Source: an optimization exercise on an open RTL-to-GDS flow (aim: small area, a short achievable clock period and few clock cycles). Production flows keep margins and buffers that such runs may drop.

## alu_seq
module alu_seq #(
    parameter int XLEN    = 32,
    parameter int SHAMT_W = $clog2(XLEN)
) (
    input  logic                clk,
    input  logic                rst_n,
    input  logic                flush,
    input  logic                in_valid,
    output logic                in_ready,
    input  logic [ALU_OP_W-1:0] op,
    input  logic                alu_src,
    input  logic [XLEN-1:0]     src1,
    input  logic [XLEN-1:0]     src2,
    input  logic [XLEN-1:0]     imm,
    output logic                out_valid,
    input  logic                out_ready,
    output logic [XLEN-1:0]     result,
    output logic                zero,
    output logic                busy
);
For scale: about 120 flip-flops, roughly 140 I/O pins.
export LEC_CHECK = 0
export ABC_AREA = 1
export CAP_MARGIN = 20
export CORE_MARGIN = 2
export CORE_UTILIZATION = 40
export PLACE_DENSITY = 0.6
export SETUP_SLACK_MARGIN = 5
export SLEW_MARGIN = 20
create_clock -name core_clock -period 12.0 [get_ports {clk}]
run.sh (not shown) runs the stock make flow with config.mk's settings and CLKGATE_MAP_FILE= SYNTH_SCRIPT=/design/flow/synth_recipe.tcl, a recipe that flattens the netlist after the stock synthesis.
The first run produced a clean layout.
Edit:
--- a/flow/design.v
+++ b/flow/design.v
@@ -28,27 +28,39 @@
 module alu_lzc #(
     parameter int XLEN = 32,
     parameter int CW   = $clog2(XLEN) + 1
 ) (
     input  logic [XLEN-1:0] x,
     output logic [CW-1:0]   n
 );
+    localparam int LV = CW - 1;
     always_comb begin
-        n = CW'(XLEN);
-        for (int i = 0; i < XLEN; i++)
-            if (x[i]) n = CW'(XLEN - 1 - i);
+        logic [XLEN-1:0] v;
+        logic [LV-1:0]   c [XLEN];
+        for (int i = 0; i < XLEN; i++) begin
+            v[i] = x[i];
+            c[i] = '0;
+        end
+        for (int l = 0; l < LV; l++) begin
+            for (int i = 0; i < (XLEN >> (l + 1)); i++) begin
+                c[i] = v[2*i+1] ? c[2*i+1] : (c[2*i] | LV'(1 << l));
+                v[i] = v[2*i+1] | v[2*i];
+            end
+        end
+        n = v[0] ? {1'b0, c[0]} : CW'(XLEN);
     end
 endmodule
 module alu_mac8 (
     input  logic [32:0] p,
     input  logic [32:0] a,
     input  logic [7:0]  b,
     input  logic        bprev,
     input  logic        ext,
-    output logic [40:0] s
+    output logic [40:0] ss,
+    output logic [40:0] sc
 );
     logic [8:0]  bb;
     logic [40:0] r0, r1, r2, r3, rp, rx, nk;
     logic [3:0]  negs;
     assign bb = {b, bprev};
     function automatic logic [34:0] booth_row(input logic [2:0] g, input logic [32:0] x);
         logic        one, two, neg;
@@ -84,15 +96,16 @@
     endfunction
     logic [81:0] t1, t2, t3, t4, t5;
     assign t1 = csa(r0, r1, r2);
     assign t2 = csa(r3, rp, rx);
     assign t3 = csa(t1[81:41], t1[40:0], t2[81:41]);
     assign t4 = csa(t3[81:41], t3[40:0], t2[40:0]);
     assign t5 = csa(t4[81:41], t4[40:0], nk);
-    assign s  = t5[81:41] + t5[40:0];
+    assign ss = t5[81:41];
+    assign sc = t5[40:0];
 endmodule
 import alu_seq_pkg::*;
 module alu_seq #(
     parameter int XLEN    = 32,
     parameter int SHAMT_W = $clog2(XLEN)
 ) (
     input  logic                clk,
@@ -123,15 +136,15 @@
     logic                v0_q;
     logic [XLEN-1:0]     r0_q;       
     logic [XLEN-1:0] op2;
     logic            accept, wr, xadv, head_free, x_fin, x_wp;
     logic            in_mul, in_div, in_sgn, in_sa, in_sb;
     assign op2       = alu_src ? imm : src2;
     assign head_free = !v0_q || out_ready;
-    assign in_ready  = !xv_q || (x_fin && head_free);
+    assign in_ready  = !xv_q || (x_fin && !is_daln && head_free);
     assign accept    = in_valid && in_ready && !flush;
     assign wr        = xv_q && x_fin && head_free;
     assign xadv      = !(x_fin || x_wp) || head_free;
     assign in_mul = (op[4:2] == 3'b100);
     assign in_div = (op[4:2] == 3'b101);
     assign in_sgn = in_div && !op[0];
     assign in_sa  = in_sgn && src1[XLEN-1];
@@ -145,15 +158,20 @@
     assign is_daln = (ph_q == PH_DALN);
     assign is_dit  = (ph_q == PH_DIT);
     assign is_dfix = (ph_q == PH_DFIX);
     assign sub_mode = xop_q[4] || (xop_q == ALU_SUB) ||
                       (xop_q == ALU_SLT) || (xop_q == ALU_SLTU);
     assign add_a    = is_dabs ? '0 : xa_q;
     assign add_b    = sub_mode ? ~xb_q : xb_q;
-    assign add_s    = {1'b0, add_a} + {1'b0, add_b} + {{XLEN{1'b0}}, sub_mode};
+    logic [40:0]     m_ss, m_sc, cpa_a, cpa_b, cpa_s;
+    logic [XLEN-1:0] rem1;
+    assign cpa_a = is_mul ? m_ss : 41'({1'b0, is_dit ? rem1 : add_a});
+    assign cpa_b = is_mul ? m_sc : 41'({1'b0, is_dit ? ~{1'b0, xb_q[XLEN-1:1]} : add_b});
+    assign cpa_s = cpa_a + cpa_b + 41'(!is_mul && sub_mode);
+    assign add_s = cpa_s[XLEN:0];
     assign sltu     = !add_s[XLEN];
     assign slt      = (xa_q[XLEN-1] ^ xb_q[XLEN-1]) ? xa_q[XLEN-1] : add_s[XLEN-1];
     logic [CW-1:0]      za, zb;
     logic [CW:0]        zdiff;
     logic               b_zero, q_zero;
     logic [SHAMT_W-1:0] sh_amt;
     logic [XLEN-1:0]    sh_in, sh_t, sh_r, sh_out;
@@ -198,27 +216,29 @@
     assign m_p     = m_first ? '0 : {p32_q, r0_q};
     alu_mac8 u_mac (
         .p     (m_p),
         .a     ({m_sa && xa_q[XLEN-1], xa_q}),
         .b     (xb_q[7:0]),
         .bprev (bprev_q),
         .ext   (m_last && !m_sb && xb_q[7]),
-        .s     (m_sum)
+        .ss    (m_ss),
+        .sc    (m_sc)
     );
+    assign m_sum = cpa_s;
     assign m_lo = {m_sum[7:0], xb_q[XLEN-1:8]};
     assign m_hi = m_sum[XLEN+7:8];
     logic [XLEN-1:0] neg_in, neg_out, div_res;
-    logic [XLEN-1:0] rem1, rem2, d_q, d_r;
-    logic [XLEN:0]   sub2;
+    logic [XLEN-1:0] rem2, d_q, d_r;
+    logic [XLEN:0]   sub1;
     logic            ge1, ge2, d_two, d_last, d_fix;
-    assign ge1    = add_s[XLEN];
-    assign rem1   = ge1 ? add_s[XLEN-1:0] : xa_q;
-    assign sub2   = {1'b0, rem1} - {2'b0, xb_q[XLEN-1:1]};
-    assign ge2    = !sub2[XLEN];
-    assign rem2   = ge2 ? sub2[XLEN-1:0] : rem1;
+    assign sub1   = {1'b0, xa_q} - {1'b0, xb_q};
+    assign ge1    = !sub1[XLEN];
+    assign rem1   = ge1 ? sub1[XLEN-1:0] : xa_q;
+    assign ge2    = add_s[XLEN];
+    assign rem2   = ge2 ? add_s[XLEN-1:0] : rem1;
     assign d_two  = (cnt_q != '0);
     assign d_last = (cnt_q[SHAMT_W-1:1] == '0);
     assign neg_in  = (is_dfix && !xop_q[1]) ? r0_q : xa_q;
     assign neg_out = -neg_in;
     assign div_res = xop_q[1] ? (negr_q ? neg_out : xa_q)
                               : (negq_q ? neg_out : r0_q);
     assign d_q   = !is_dit ? (b_zero ? '1 : '0)
Effect: The changed run finished clean. Count of clock-buffer cells in the layout is unchanged. Routed wire length rose by 32%. Setup slack gets better by 200 ps. Synthesized area is higher by 4.6%. Global-route usage grows by 11 points. Final area goes up by 5.2%. Non-clock buffer count is higher by 60. Sequential cell count stays the same. Clock skew hardly moves. Via count rises by 15%. Synthesized cell count rose by 9.6%.
No functional check of the RTL was part of any run of this note.

[afterwards: timing with drivers on the ports]
In the flow no input, the clock included, has a driving cell. The finished layouts below were timed again as built, in two steps.
Step 1, drivers: a clkbuf_16 drives clk and a buf_2 each remaining input, both assumed.
Step 2, shift: input delay + t, output delay - t, t = (earliest + latest rising clock arrival at the registers) / 2. This alone moves slack from input paths to output paths.
Three values: no drivers, after step 1, after step 2; two values: the first two.
run | t, ns | setup WS [ns] | hold WS [ns] | worst setup path at the end | pins driven straight from the clock port
the first run | 0.565 | 4.588 / 4.526 / 4.905 | 0.491 / 0.491 / 0.491 | register to register | 1
the second run | 0.548 | 4.792 / 4.792 / 4.792 | 0.589 / 0.589 / 0.589 | register to register | 1
After both steps every run listed still meets setup and hold.
